What follows belongs to an exercise in optimizing a design on an open flow for small area; a production flow would make more cautious choices. Where RTL was checked, it was by simulation tests only, not by an equivalence proof against the original. Power is estimated from default activity; no workload was simulated.

==> run a <==
==> flow/design.v <==
package can_rx_pkg;
  localparam int unsigned ID_W      = 29;
  localparam int unsigned KEY_W     = 31;   
  localparam int unsigned MAX_BYTES = 8;
  localparam int unsigned FMI_W     = 5;    
  localparam int unsigned ENTRY_W   = 8 * MAX_BYTES + FMI_W + 4 + 2 + ID_W;
endpackage
import can_rx_pkg::*;
module can_rx_filter_match
(
  input  logic             i_en,
  input  logic [KEY_W-1:0] i_key,
  input  logic [KEY_W-1:0] i_filter,
  input  logic [KEY_W-1:0] i_mask,
  output logic             o_match_c
);
  assign o_match_c = i_en && (((i_key ^ i_filter) & i_mask) == '0);
endmodule
import can_rx_pkg::*;
module can_rx_msgbuf
#(
  parameter  int unsigned NUM_FILTERS = 20,
  parameter  int unsigned DEPTH       = 8,
  localparam int unsigned FMI_W       = $clog2(NUM_FILTERS + 1),
  localparam int unsigned OCC_W       = $clog2(DEPTH) + 1
) (
  input  logic                         clk,
  input  logic                         RST,
  input  logic                         clear,
  input  logic                         new_ID,
  input  logic [28:0]                  ID,
  input  logic                         RTR,
  input  logic                         EXT,
  input  logic [7:0]                   data,
  input  logic [3:0]                   data_index,
  input  logic                         load_data,
  input  logic [3:0]                   pkt_size,
  input  logic                         pkt_done,
  input  logic                         pkt_abort,
  input  logic                         enable_overrun,
  input  logic [NUM_FILTERS-1:0]       mask_enable,
  input  logic [KEY_W*NUM_FILTERS-1:0] filter_flat,
  input  logic [KEY_W*NUM_FILTERS-1:0] mask_flat,
  input  logic                         read_fifo,
  output logic [OCC_W-1:0]             occupancy,
  output logic                         full,
  output logic                         empty,
  output logic                         overrun,
  output logic [31:0]                  data_L,
  output logic [31:0]                  data_H,
  output logic [28:0]                  ID_out,
  output logic [3:0]                   pkt_size_out,
  output logic                         RTR_out,
  output logic                         EXT_out,
  output logic [FMI_W-1:0]             fmi_out,
  output logic                         fifo_read
);
  localparam int unsigned AW  = $clog2(DEPTH);
  localparam int unsigned EW  = 8 * MAX_BYTES + FMI_W + 4 + 2 + ID_W;
  logic r_scan, r_dseen, r_post;
  logic w_commit, w_hold, w_hit, w_last, w_accept, w_done_seen;
  assign w_commit    = r_post & r_dseen;
  assign w_hold      = r_post & ~r_dseen;
  assign w_done_seen = pkt_done | r_dseen;
  assign w_accept    = w_hit | ~(|mask_enable);
  always_ff @(posedge clk) begin
    if (RST) begin
      {r_scan, r_dseen, r_post} <= 3'b000;
    end else if (new_ID) begin
      {r_scan, r_dseen, r_post} <= 3'b100;
    end else if (pkt_abort && !w_commit) begin
      {r_scan, r_dseen, r_post} <= 3'b000;
    end else if (r_scan) begin
      if (w_hit || w_last) begin
        {r_scan, r_dseen, r_post} <= w_accept ? {1'b0, w_done_seen, 1'b1} : 3'b000;
      end else begin
        {r_scan, r_dseen, r_post} <= {1'b1, w_done_seen, 1'b0};
      end
    end else if (w_hold) begin
      r_dseen <= pkt_done;
    end else begin
      {r_scan, r_dseen, r_post} <= 3'b000;
    end
  end
  logic [ID_W-1:0]           r_id;
  logic                      r_rtr;
  logic                      r_ext;
  logic [3:0]                r_size;
  logic [MAX_BYTES-1:0][7:0] r_data;
  logic [FMI_W-1:0]          r_idx;
  always_ff @(posedge clk) begin
    if (new_ID) begin
      r_id  <= ID;
      r_rtr <= RTR;
      r_ext <= EXT;
    end
    if (new_ID || (pkt_done && !(r_scan && r_dseen))) begin
      r_size <= pkt_size;
    end
  end
  for (genvar k = 0; k < MAX_BYTES; k++) begin : g_byte
    always_ff @(posedge clk) begin
      if (load_data && data_index == 4'(k)) begin
        r_data[k] <= data;
      end else if (new_ID) begin
        r_data[k] <= '0;
      end
    end
  end
  logic [KEY_W-1:0]       w_key;
  logic [NUM_FILTERS-1:0] w_sel;
  logic [KEY_W-1:0]       w_filt;
  logic [KEY_W-1:0]       w_mask;
  logic                   w_en;
  assign w_key = {r_ext, r_rtr, r_id};
  for (genvar i = 0; i < NUM_FILTERS; i++) begin : g_sel
    assign w_sel[i] = (r_idx == FMI_W'(i));
  end
  always_comb begin
    w_filt = '0;
    w_mask = '0;
    for (int i = 0; i < int'(NUM_FILTERS); i++) begin
      w_filt = w_filt | (filter_flat[KEY_W*i +: KEY_W] & {KEY_W{w_sel[i]}});
      w_mask = w_mask | (mask_flat[KEY_W*i +: KEY_W] & {KEY_W{w_sel[i]}});
    end
  end
  assign w_en = |(mask_enable & w_sel);
  can_rx_filter_match u_match (
    .i_en      (w_en),
    .i_key     (w_key),
    .i_filter  (w_filt),
    .i_mask    (w_mask),
    .o_match_c (w_hit)
  );
  assign w_last = (r_idx == FMI_W'(NUM_FILTERS - 1));
  always_ff @(posedge clk) begin
    if (new_ID) begin
      r_idx <= '0;
    end else if (r_scan && !w_hit) begin
      r_idx <= r_idx + FMI_W'(1);
    end
  end
  logic [EW-1:0]    r_mem [DEPTH];
  logic [EW-1:0]    w_entry;
  logic [EW-1:0]    w_head;
  logic [AW-1:0]    r_rd_ptr;
  logic [AW-1:0]    w_wr_ptr;
  logic [OCC_W-1:0] r_count;
  logic             r_overrun;
  logic             r_fifo_read;
  logic [DEPTH-1:0] w_rsel;
  logic             w_push;
  logic             w_pop;
  logic             w_full;
  logic             w_empty;
  logic             w_wen;
  assign w_entry = {r_id, r_rtr, r_ext, r_size, r_idx, r_data};
  assign w_full  = (r_count == OCC_W'(DEPTH));
  assign w_empty = (r_count == '0);
  assign w_push  = w_commit && !new_ID && !clear;
  assign w_pop   = read_fifo && !w_empty && !clear;
  assign w_wen   = w_push && (!w_full || w_pop || enable_overrun);
  assign w_wr_ptr = r_rd_ptr + AW'(r_count);
  always_ff @(posedge clk) begin
    if (RST) begin
      r_rd_ptr    <= '0;
      r_count     <= '0;
      r_overrun   <= 1'b0;
      r_fifo_read <= 1'b0;
    end else begin
      r_fifo_read <= w_pop;
      if (w_pop || (w_wen && w_full)) begin
        r_rd_ptr <= r_rd_ptr + AW'(1);
      end
      if (clear) begin
        r_count   <= '0;
        r_overrun <= 1'b0;
      end else begin
        if (w_wen && !w_pop && !w_full) begin
          r_count <= r_count + OCC_W'(1);
        end else if (w_pop && !w_wen) begin
          r_count <= r_count - OCC_W'(1);
        end
        if (w_push && w_full && !w_pop) begin
          r_overrun <= 1'b1;
        end
      end
    end
  end
  for (genvar j = 0; j < DEPTH; j++) begin : g_slot
    always_ff @(posedge clk) begin
      if (w_wen && w_wr_ptr == AW'(j)) r_mem[j] <= w_entry;
    end
    assign w_rsel[j] = !w_empty && (r_rd_ptr == AW'(j));
  end
  always_comb begin
    w_head = '0;
    for (int j = 0; j < int'(DEPTH); j++) begin
      w_head = w_head | (r_mem[j] & {EW{w_rsel[j]}});
    end
  end
  assign occupancy    = r_count;
  assign full         = w_full;
  assign empty        = w_empty;
  assign overrun      = r_overrun;
  assign fifo_read    = r_fifo_read;
  assign data_L       = w_head[31:0];
  assign data_H       = w_head[63:32];
  assign fmi_out      = w_head[64 +: FMI_W];
  assign pkt_size_out = w_head[64 + FMI_W +: 4];
  assign EXT_out      = w_head[68 + FMI_W];
  assign RTR_out      = w_head[69 + FMI_W];
  assign ID_out       = w_head[70 + FMI_W +: ID_W];
endmodule
==> flow/flow/run.sh <==
#!/bin/bash
# Standard ORFS layout with smaller port buffers and a lighter clock tree.
set -euo pipefail
# Port buffers: the smallest buffer instead of the default delay-cell pick
export BUFFER_PORTS_ARGS="-buffer_cell sky130_fd_sc_hd__buf_1"
# Clock tree: small clock buffers, no dummy loads
export CTS_ARGS="-sink_clustering_enable -repair_clock_nets -dont_use_dummy_load -buf_list {sky130_fd_sc_hd__clkbuf_4 sky130_fd_sc_hd__clkbuf_8}"
bash standard.sh > standard_flow.log 2>&1
==> flow/standard.sh <==
#!/bin/bash
# synth_recipe.tcl (not shown) runs the flow's synth.tcl, then flattens the netlist and writes it again
# the make line also repeats each setting of config.mk as NAME=value (left out here)
make -C /OpenROAD-flow-scripts/flow DESIGN_CONFIG=/design/flow/config.mk WORK_HOME=/design/flow/orfs CLKGATE_MAP_FILE= SYNTH_SCRIPT=/design/flow/synth_recipe.tcl "${@:-finish}"
==> flow/config.mk <==
export PLATFORM = sky130hd
export DESIGN_NAME = can_rx_msgbuf
export DESIGN_NICKNAME = can_rx_msgbuf
export VERILOG_FILES = /design/flow/design.v
export SDC_FILE = /design/flow/constraint.sdc
export NUM_CORES = 4
export LEC_CHECK = 0
export CAP_MARGIN = 20
export CORE_AREA = 10 10 490 490
export DIE_AREA = 0 0 500 500
export SLEW_MARGIN = 20
==> flow/constraint.sdc <==
create_clock -name core_clock -period 10.0 [get_ports {clk}]
set_input_delay 2.0000 -clock core_clock [delete_from_list [all_inputs] [get_ports {clk}]]
set_output_delay 2.0000 -clock core_clock [all_outputs]
set_load 0.01 [all_outputs]
==> run b (differences from run a) <==
==> flow/design.v, changed modules only <==
module can_rx_msgbuf
#(
  parameter  int unsigned NUM_FILTERS = 20,
  parameter  int unsigned DEPTH       = 8,
  localparam int unsigned FMI_W       = $clog2(NUM_FILTERS + 1),
  localparam int unsigned OCC_W       = $clog2(DEPTH) + 1
) (
  input  logic                         clk,
  input  logic                         RST,
  input  logic                         clear,
  input  logic                         new_ID,
  input  logic [28:0]                  ID,
  input  logic                         RTR,
  input  logic                         EXT,
  input  logic [7:0]                   data,
  input  logic [3:0]                   data_index,
  input  logic                         load_data,
  input  logic [3:0]                   pkt_size,
  input  logic                         pkt_done,
  input  logic                         pkt_abort,
  input  logic                         enable_overrun,
  input  logic [NUM_FILTERS-1:0]       mask_enable,
  input  logic [KEY_W*NUM_FILTERS-1:0] filter_flat,
  input  logic [KEY_W*NUM_FILTERS-1:0] mask_flat,
  input  logic                         read_fifo,
  output logic [OCC_W-1:0]             occupancy,
  output logic                         full,
  output logic                         empty,
  output logic                         overrun,
  output logic [31:0]                  data_L,
  output logic [31:0]                  data_H,
  output logic [28:0]                  ID_out,
  output logic [3:0]                   pkt_size_out,
  output logic                         RTR_out,
  output logic                         EXT_out,
  output logic [FMI_W-1:0]             fmi_out,
  output logic                         fifo_read
);
  localparam int unsigned AW  = $clog2(DEPTH);
  localparam int unsigned EW  = 8 * MAX_BYTES + FMI_W + 4 + 2 + ID_W;
  logic r_scan, r_dseen, r_post;
  logic r_commit_n;   
  logic w_commit, w_hold, w_hit, w_last, w_accept, w_done_seen;
  logic [2:0] w_st_nxt;
  assign w_commit    = r_post & r_dseen;
  assign w_hold      = r_post & ~r_dseen;
  assign w_done_seen = pkt_done | r_dseen;
  assign w_accept    = w_hit | ~(|mask_enable);
  always_comb begin
    if (RST) begin
      w_st_nxt = 3'b000;
    end else if (new_ID) begin
      w_st_nxt = 3'b100;
    end else if (pkt_abort && !w_commit) begin
      w_st_nxt = 3'b000;
    end else if (r_scan) begin
      if (w_hit || w_last) begin
        w_st_nxt = w_accept ? {1'b0, w_done_seen, 1'b1} : 3'b000;
      end else begin
        w_st_nxt = {1'b1, w_done_seen, 1'b0};
      end
    end else if (w_hold) begin
      w_st_nxt = {1'b0, pkt_done, 1'b1};
    end else begin
      w_st_nxt = 3'b000;
    end
  end
  always_ff @(posedge clk) begin
    {r_scan, r_dseen, r_post} <= w_st_nxt;
    r_commit_n                <= !(w_st_nxt[1] && w_st_nxt[0]);
  end
  logic [ID_W-1:0]           r_id;
  logic                      r_rtr;
  logic                      r_ext;
  logic [3:0]                r_size;
  logic [MAX_BYTES-1:0][7:0] r_data;
  logic [FMI_W-1:0]          r_idx;
  always_ff @(posedge clk) begin
    if (new_ID) begin
      r_id  <= ID;
      r_rtr <= RTR;
      r_ext <= EXT;
    end
    if (new_ID || (pkt_done && !r_dseen)) begin
      r_size <= pkt_size;
    end
  end
  for (genvar k = 0; k < MAX_BYTES; k++) begin : g_byte
    logic w_ld;     
    logic w_keep;   
    assign w_ld   = load_data && data_index == 4'(k) && (!w_commit || new_ID);
    assign w_keep = !(load_data && data_index == 4'(k) && r_commit_n) && !new_ID;
    always_ff @(posedge clk) begin
      r_data[k] <= (data & {8{w_ld}}) | (r_data[k] & {8{w_keep}});
    end
  end
  logic [KEY_W-1:0]       w_key;
  logic [NUM_FILTERS-1:0] w_sel;
  logic [KEY_W-1:0]       w_filt;
  logic [KEY_W-1:0]       w_mask;
  logic                   w_en;
  assign w_key = {r_ext, r_rtr, r_id};
  for (genvar i = 0; i < NUM_FILTERS; i++) begin : g_sel
    assign w_sel[i] = (r_idx == FMI_W'(i));
  end
  always_comb begin
    w_filt = '0;
    w_mask = '0;
    for (int i = 0; i < int'(NUM_FILTERS); i++) begin
      w_filt = w_filt | (filter_flat[KEY_W*i +: KEY_W] & {KEY_W{w_sel[i]}});
      w_mask = w_mask | (mask_flat[KEY_W*i +: KEY_W] & {KEY_W{w_sel[i]}});
    end
  end
  assign w_en = |(mask_enable & w_sel);
  can_rx_filter_match u_match (
    .i_en      (w_en),
    .i_key     (w_key),
    .i_filter  (w_filt),
    .i_mask    (w_mask),
    .o_match_c (w_hit)
  );
  assign w_last = (r_idx == FMI_W'(NUM_FILTERS - 1));
  always_ff @(posedge clk) begin
    if (new_ID) begin
      r_idx <= '0;
    end else if (r_scan && !w_hit) begin
      r_idx <= r_idx + FMI_W'(1);
    end
  end
  logic [EW-1:0]    r_cell [DEPTH];
  logic [EW-1:0]    w_entry;
  logic [EW-1:0]    w_head;
  logic [AW-1:0]    r_hp;         
  logic [AW-1:0]    r_hp_n;       
  logic             r_pend;       
  logic [OCC_W-1:0] r_count;
  logic             r_overrun;
  logic             r_fifo_read;
  logic [DEPTH-1:0] w_rsel;
  logic [DEPTH-1:0] w_wsel;
  logic [DEPTH-1:0] w_wkeep;
  logic             w_push;
  logic             w_pop;
  logic             w_full;
  logic             w_empty;
  logic             w_wen;
  logic             w_rd_inc;
  logic             w_to_head;
  logic [AW-1:0]    w_tgt;
  logic [AW-1:0]    w_wcell;
  logic [AW-1:0]    w_wcell_c;
  logic             w_write;
  assign w_entry = {r_id, r_rtr, r_ext, r_size, r_idx, r_data};
  assign w_full  = (r_count == OCC_W'(DEPTH));
  assign w_empty = (r_count == '0);
  assign w_push  = w_commit && !new_ID && !clear;
  assign w_pop   = read_fifo && !w_empty && !clear;
  assign w_wen   = w_push && (!w_full || w_pop || enable_overrun);
  assign w_rd_inc = w_pop || (w_wen && w_full);
  assign w_to_head = w_empty || (r_count == OCC_W'(1) && w_pop);
  assign w_tgt   = r_hp + AW'(r_count) - AW'(r_pend);
  assign w_wcell = (w_wen && w_to_head) ? AW'(DEPTH - 1) : w_tgt - AW'(1);
  assign w_write = r_pend || (w_wen && (w_to_head || !w_tgt[0]));
  assign w_wcell_c = (w_wen && w_to_head) ? AW'(DEPTH - 1)
                                          : ~r_hp_n + AW'(r_count) - AW'(r_pend) - AW'(1);
  always_ff @(posedge clk) begin
    if (RST) begin
      r_hp        <= '0;
      r_hp_n      <= '1;
      r_pend      <= 1'b0;
      r_count     <= '0;
      r_overrun   <= 1'b0;
      r_fifo_read <= 1'b0;
    end else begin
      r_fifo_read <= w_pop;
      r_pend      <= w_wen && !w_to_head && w_tgt[0];
      if (w_wen && w_to_head) begin
        r_hp   <= AW'(DEPTH - 1);
        r_hp_n <= '0;
      end else if (!w_rd_inc) begin
        r_hp   <= r_hp - AW'(1);
        r_hp_n <= r_hp_n + AW'(1);
      end
      if (clear) begin
        r_count   <= '0;
        r_overrun <= 1'b0;
      end else begin
        if (w_wen && !w_pop && !w_full) begin
          r_count <= r_count + OCC_W'(1);
        end else if (w_pop && !w_wen) begin
          r_count <= r_count - OCC_W'(1);
        end
        if (w_push && w_full && !w_pop) begin
          r_overrun <= 1'b1;
        end
      end
    end
  end
  for (genvar j = 0; j < DEPTH; j++) begin : g_cell
    if (j % 2 == 1) begin : g_wr
      assign w_wsel[j]  = w_write && (w_wcell == AW'(j));
      assign w_wkeep[j] = !(w_write && (w_wcell_c == AW'(j)));
      always_ff @(posedge clk) begin
        r_cell[j] <= (w_entry & {EW{w_wsel[j]}}) | (r_cell[(j + 1) % DEPTH] & {EW{w_wkeep[j]}});
      end
    end else begin : g_pass
      assign w_wsel[j]  = 1'b0;
      assign w_wkeep[j] = 1'b1;
      always_ff @(posedge clk) begin
        r_cell[j] <= r_cell[(j + 1) % DEPTH];
      end
    end
    assign w_rsel[j] = !w_empty && (r_hp == AW'(j));
  end
  always_comb begin
    w_head = '0;
    for (int j = 0; j < int'(DEPTH); j++) begin
      w_head = w_head | (r_cell[j] & {EW{w_rsel[j]}});
    end
  end
  assign occupancy    = r_count;
  assign full         = w_full;
  assign empty        = w_empty;
  assign overrun      = r_overrun;
  assign fifo_read    = r_fifo_read;
  assign data_L       = w_head[31:0];
  assign data_H       = w_head[63:32];
  assign fmi_out      = w_head[64 +: FMI_W];
  assign pkt_size_out = w_head[64 + FMI_W +: 4];
  assign EXT_out      = w_head[68 + FMI_W];
  assign RTR_out      = w_head[69 + FMI_W];
  assign ID_out       = w_head[70 + FMI_W +: ID_W];
endmodule
==> flow/flow/run.sh (replaced) <==
#!/bin/bash
# Standard ORFS layout with an area-oriented abc mapping script, smaller port
# buffers and a lighter clock tree.
set -euo pipefail
work=$PWD
# ORFS scripts with abc's mapping script replaced (registers are untouched:
# abc only maps the logic between them)
rm -rf "$work/scripts_area"
cp -r "$FLOW_HOME/scripts" "$work/scripts_area"
cp "$work/flow/abc_area.script" "$work/scripts_area/abc_speed.script"
# Port buffers: the smallest buffer instead of the default delay-cell pick
export BUFFER_PORTS_ARGS="-buffer_cell sky130_fd_sc_hd__buf_1"
# Clock tree: sink clusters of up to 16 on clkbuf_8, no dummy loads
export CTS_ARGS="-sink_clustering_enable -sink_clustering_size 16 -sink_clustering_max_diameter 50 -repair_clock_nets -dont_use_dummy_load -buf_list {sky130_fd_sc_hd__clkbuf_8}"
bash standard.sh SCRIPTS_DIR="$work/scripts_area" synth > synth_flow.log 2>&1
bash standard.sh > standard_flow.log 2>&1
==> flow/flow/abc_area.script (new file) <==
&get -n
&st
&syn2
&dch
&nf -a -p -R 1000 -F 8 -A 4
&st
&syn2
&dch
&nf -a -p -R 1000 -F 8 -A 4
&st
&dch -f
&nf -a -p -R 1000 -F 8 -A 4
&put
topo
Settings changed: CAP_MARGIN 20 to 10, SLEW_MARGIN 20 to 10.
==> run c (differences from run a) <==
Settings changed: CORE_AREA 10 10 490 490 to default, CORE_MARGIN from default to 2, CORE_UTILIZATION from default to 50, DIE_AREA 0 0 500 500 to default.
==> run d (differences from run a) <==
==> flow/design.v, changed modules only <==
module can_rx_msgbuf
#(
  parameter  int unsigned NUM_FILTERS = 20,
  parameter  int unsigned DEPTH       = 8,
  localparam int unsigned FMI_W       = $clog2(NUM_FILTERS + 1),
  localparam int unsigned OCC_W       = $clog2(DEPTH) + 1
) (
  input  logic                         clk,
  input  logic                         RST,
  input  logic                         clear,
  input  logic                         new_ID,
  input  logic [28:0]                  ID,
  input  logic                         RTR,
  input  logic                         EXT,
  input  logic [7:0]                   data,
  input  logic [3:0]                   data_index,
  input  logic                         load_data,
  input  logic [3:0]                   pkt_size,
  input  logic                         pkt_done,
  input  logic                         pkt_abort,
  input  logic                         enable_overrun,
  input  logic [NUM_FILTERS-1:0]       mask_enable,
  input  logic [KEY_W*NUM_FILTERS-1:0] filter_flat,
  input  logic [KEY_W*NUM_FILTERS-1:0] mask_flat,
  input  logic                         read_fifo,
  output logic [OCC_W-1:0]             occupancy,
  output logic                         full,
  output logic                         empty,
  output logic                         overrun,
  output logic [31:0]                  data_L,
  output logic [31:0]                  data_H,
  output logic [28:0]                  ID_out,
  output logic [3:0]                   pkt_size_out,
  output logic                         RTR_out,
  output logic                         EXT_out,
  output logic [FMI_W-1:0]             fmi_out,
  output logic                         fifo_read
);
  localparam int unsigned AW  = $clog2(DEPTH);
  localparam int unsigned EW  = 8 * MAX_BYTES + FMI_W + 4 + 2 + ID_W;
  logic r_scan, r_dseen, r_post;
  logic w_commit, w_hold, w_hit, w_last, w_accept, w_done_seen;
  assign w_commit    = r_post & r_dseen;
  assign w_hold      = r_post & ~r_dseen;
  assign w_done_seen = pkt_done | r_dseen;
  assign w_accept    = w_hit | ~(|mask_enable);
  always_ff @(posedge clk) begin
    if (RST) begin
      {r_scan, r_dseen, r_post} <= 3'b000;
    end else if (new_ID) begin
      {r_scan, r_dseen, r_post} <= 3'b100;
    end else if (pkt_abort && !w_commit) begin
      {r_scan, r_dseen, r_post} <= 3'b000;
    end else if (r_scan) begin
      if (w_hit || w_last) begin
        {r_scan, r_dseen, r_post} <= w_accept ? {1'b0, w_done_seen, 1'b1} : 3'b000;
      end else begin
        {r_scan, r_dseen, r_post} <= {1'b1, w_done_seen, 1'b0};
      end
    end else if (w_hold) begin
      r_dseen <= pkt_done;
    end else begin
      {r_scan, r_dseen, r_post} <= 3'b000;
    end
  end
  logic [ID_W-1:0]           r_id;
  logic                      r_rtr;
  logic                      r_ext;
  logic [3:0]                r_size;
  logic [MAX_BYTES-1:0][7:0] r_data;
  logic [FMI_W-1:0]          r_idx;
  always_ff @(posedge clk) begin
    if (new_ID) begin
      r_id  <= ID;
      r_rtr <= RTR;
      r_ext <= EXT;
    end
    if (new_ID || (pkt_done && !r_dseen)) begin
      r_size <= pkt_size;
    end
  end
  for (genvar k = 0; k < MAX_BYTES; k++) begin : g_byte
    always_ff @(posedge clk) begin
      if (load_data && data_index == 4'(k) && (!w_commit || new_ID)) begin
        r_data[k] <= data;
      end else if (new_ID) begin
        r_data[k] <= '0;
      end
    end
  end
  logic [KEY_W-1:0]       w_key;
  logic [NUM_FILTERS-1:0] w_sel;
  logic [KEY_W-1:0]       w_filt;
  logic [KEY_W-1:0]       w_mask;
  logic                   w_en;
  assign w_key = {r_ext, r_rtr, r_id};
  for (genvar i = 0; i < NUM_FILTERS; i++) begin : g_sel
    assign w_sel[i] = (r_idx == FMI_W'(i));
  end
  always_comb begin
    w_filt = '0;
    w_mask = '0;
    for (int i = 0; i < int'(NUM_FILTERS); i++) begin
      w_filt = w_filt | (filter_flat[KEY_W*i +: KEY_W] & {KEY_W{w_sel[i]}});
      w_mask = w_mask | (mask_flat[KEY_W*i +: KEY_W] & {KEY_W{w_sel[i]}});
    end
  end
  assign w_en = |(mask_enable & w_sel);
  can_rx_filter_match u_match (
    .i_en      (w_en),
    .i_key     (w_key),
    .i_filter  (w_filt),
    .i_mask    (w_mask),
    .o_match_c (w_hit)
  );
  assign w_last = (r_idx == FMI_W'(NUM_FILTERS - 1));
  always_ff @(posedge clk) begin
    if (new_ID) begin
      r_idx <= '0;
    end else if (r_scan && !w_hit) begin
      r_idx <= r_idx + FMI_W'(1);
    end
  end
  logic [EW-1:0]    r_cell [DEPTH];
  logic [EW-1:0]    w_entry;
  logic [EW-1:0]    w_head;
  logic [AW-1:0]    r_hp;         
  logic             r_pend;       
  logic [OCC_W-1:0] r_count;
  logic             r_overrun;
  logic             r_fifo_read;
  logic [DEPTH-1:0] w_rsel;
  logic [DEPTH-1:0] w_wsel;
  logic             w_push;
  logic             w_pop;
  logic             w_full;
  logic             w_empty;
  logic             w_wen;
  logic             w_rd_inc;
  logic             w_to_head;
  logic [AW-1:0]    w_tgt;
  logic [AW-1:0]    w_wcell;
  logic             w_write;
  assign w_entry = {r_id, r_rtr, r_ext, r_size, r_idx, r_data};
  assign w_full  = (r_count == OCC_W'(DEPTH));
  assign w_empty = (r_count == '0);
  assign w_push  = w_commit && !new_ID && !clear;
  assign w_pop   = read_fifo && !w_empty && !clear;
  assign w_wen   = w_push && (!w_full || w_pop || enable_overrun);
  assign w_rd_inc = w_pop || (w_wen && w_full);
  assign w_to_head = w_empty || (r_count == OCC_W'(1) && w_pop);
  assign w_tgt   = r_hp + AW'(r_count) - AW'(r_pend);
  assign w_wcell = (w_wen && w_to_head) ? AW'(DEPTH - 1) : w_tgt - AW'(1);
  assign w_write = r_pend || (w_wen && (w_to_head || !w_tgt[0]));
  always_ff @(posedge clk) begin
    if (RST) begin
      r_hp        <= '0;
      r_pend      <= 1'b0;
      r_count     <= '0;
      r_overrun   <= 1'b0;
      r_fifo_read <= 1'b0;
    end else begin
      r_fifo_read <= w_pop;
      r_pend      <= w_wen && !w_to_head && w_tgt[0];
      if (w_wen && w_to_head) begin
        r_hp <= AW'(DEPTH - 1);
      end else if (!w_rd_inc) begin
        r_hp <= r_hp - AW'(1);
      end
      if (clear) begin
        r_count   <= '0;
        r_overrun <= 1'b0;
      end else begin
        if (w_wen && !w_pop && !w_full) begin
          r_count <= r_count + OCC_W'(1);
        end else if (w_pop && !w_wen) begin
          r_count <= r_count - OCC_W'(1);
        end
        if (w_push && w_full && !w_pop) begin
          r_overrun <= 1'b1;
        end
      end
    end
  end
  for (genvar j = 0; j < DEPTH; j++) begin : g_cell
    if (j % 2 == 1) begin : g_wr
      assign w_wsel[j] = w_write && (w_wcell == AW'(j));
      always_ff @(posedge clk) begin
        r_cell[j] <= w_wsel[j] ? w_entry : r_cell[(j + 1) % DEPTH];
      end
    end else begin : g_pass
      assign w_wsel[j] = 1'b0;
      always_ff @(posedge clk) begin
        r_cell[j] <= r_cell[(j + 1) % DEPTH];
      end
    end
    assign w_rsel[j] = !w_empty && (r_hp == AW'(j));
  end
  always_comb begin
    w_head = '0;
    for (int j = 0; j < int'(DEPTH); j++) begin
      w_head = w_head | (r_cell[j] & {EW{w_rsel[j]}});
    end
  end
  assign occupancy    = r_count;
  assign full         = w_full;
  assign empty        = w_empty;
  assign overrun      = r_overrun;
  assign fifo_read    = r_fifo_read;
  assign data_L       = w_head[31:0];
  assign data_H       = w_head[63:32];
  assign fmi_out      = w_head[64 +: FMI_W];
  assign pkt_size_out = w_head[64 + FMI_W +: 4];
  assign EXT_out      = w_head[68 + FMI_W];
  assign RTR_out      = w_head[69 + FMI_W];
  assign ID_out       = w_head[70 + FMI_W +: ID_W];
endmodule
==> flow/flow/run.sh (replaced) <==
#!/bin/bash
# Standard ORFS layout with an area-oriented abc mapping script, smaller port
# buffers and a lighter clock tree.
set -euo pipefail
work=$PWD
# ORFS scripts with abc's mapping script replaced (registers are untouched:
# abc only maps the logic between them)
rm -rf "$work/scripts_area"
cp -r "$FLOW_HOME/scripts" "$work/scripts_area"
cp "$work/flow/abc_area.script" "$work/scripts_area/abc_speed.script"
# Port buffers: the smallest buffer instead of the default delay-cell pick
export BUFFER_PORTS_ARGS="-buffer_cell sky130_fd_sc_hd__buf_1"
# Clock tree: larger sink clusters on clkbuf_8/16, no dummy loads
export CTS_ARGS="-sink_clustering_enable -sink_clustering_size 24 -sink_clustering_max_diameter 80 -repair_clock_nets -dont_use_dummy_load -buf_list {sky130_fd_sc_hd__clkbuf_8 sky130_fd_sc_hd__clkbuf_16}"
bash standard.sh SCRIPTS_DIR="$work/scripts_area" synth > synth_flow.log 2>&1
bash standard.sh > standard_flow.log 2>&1
==> flow/flow/abc_area.script (new file) <==
&get -n
&st
&syn2
&dch
&nf -a
&st
&syn2
&dch
&nf -a
&st
&dch -f
&nf -a
&put
topo
Settings changed: CAP_MARGIN 20 to 10, PLACE_DENSITY from default to 0.8, SLEW_MARGIN 20 to 10.
==> summary.txt <==
- Run a finished with timing, DRC and antenna clean. Run b went through all stages and came out clean. Run d reached the layout checks and failed them: slew limit. Run c never finished: it broke off in I/O pin placement on PPL-0024.
- Hold slack: run b < run d < run a.
- The lowest final area belongs to run b, the highest to run a.
- In run d the area after synthesis is smaller than in run c, by about 14%.
- The highest total power belongs to run a, the lowest to run b.
- Global-route usage: run b is lower than run a (3.0 points).
- Worst setup slack, highest first: run a, run b, run d.
Only the layout flow was run in run a and run c; the RTL was not checked for function there.

separate check: timing with driven ports:
No port has a modelled driver above. Below, the same layouts with a new extraction and two added sets of constraints.
Step 1: set_driving_cell puts a clkbuf_16 on clk and a buf_2 on each other input, an assumption about the parent block.
Step 2 adds t to the input delays and takes it off the output delays; t is the mean of the earliest and latest rising clock arrival at the registers after step 1. Input paths then give back, and output paths get back, about the clock's delay inside the block.
Three values: no drivers, after step 1, after step 2; two values: the first two.
run	shift t [ns]	slack for setup (ns)	worst register clock-pin slew, ns	worst data-port slew with drivers (ns)	pins driven straight from the clock port
run a	0.883	3.598 / 3.514 / 3.529	0.07 / 0.07	0.49	1
run b	0.903	2.585 / 2.585 / 2.585	0.11 / 0.11	0.58	1
run d	0.746	2.572 / 2.572 / 2.358	0.10 / 0.10	0.58	1
For run d, which loses most, drivers alone change the setup slack by 0.000 ns; drivers and shift together by -0.214 ns.
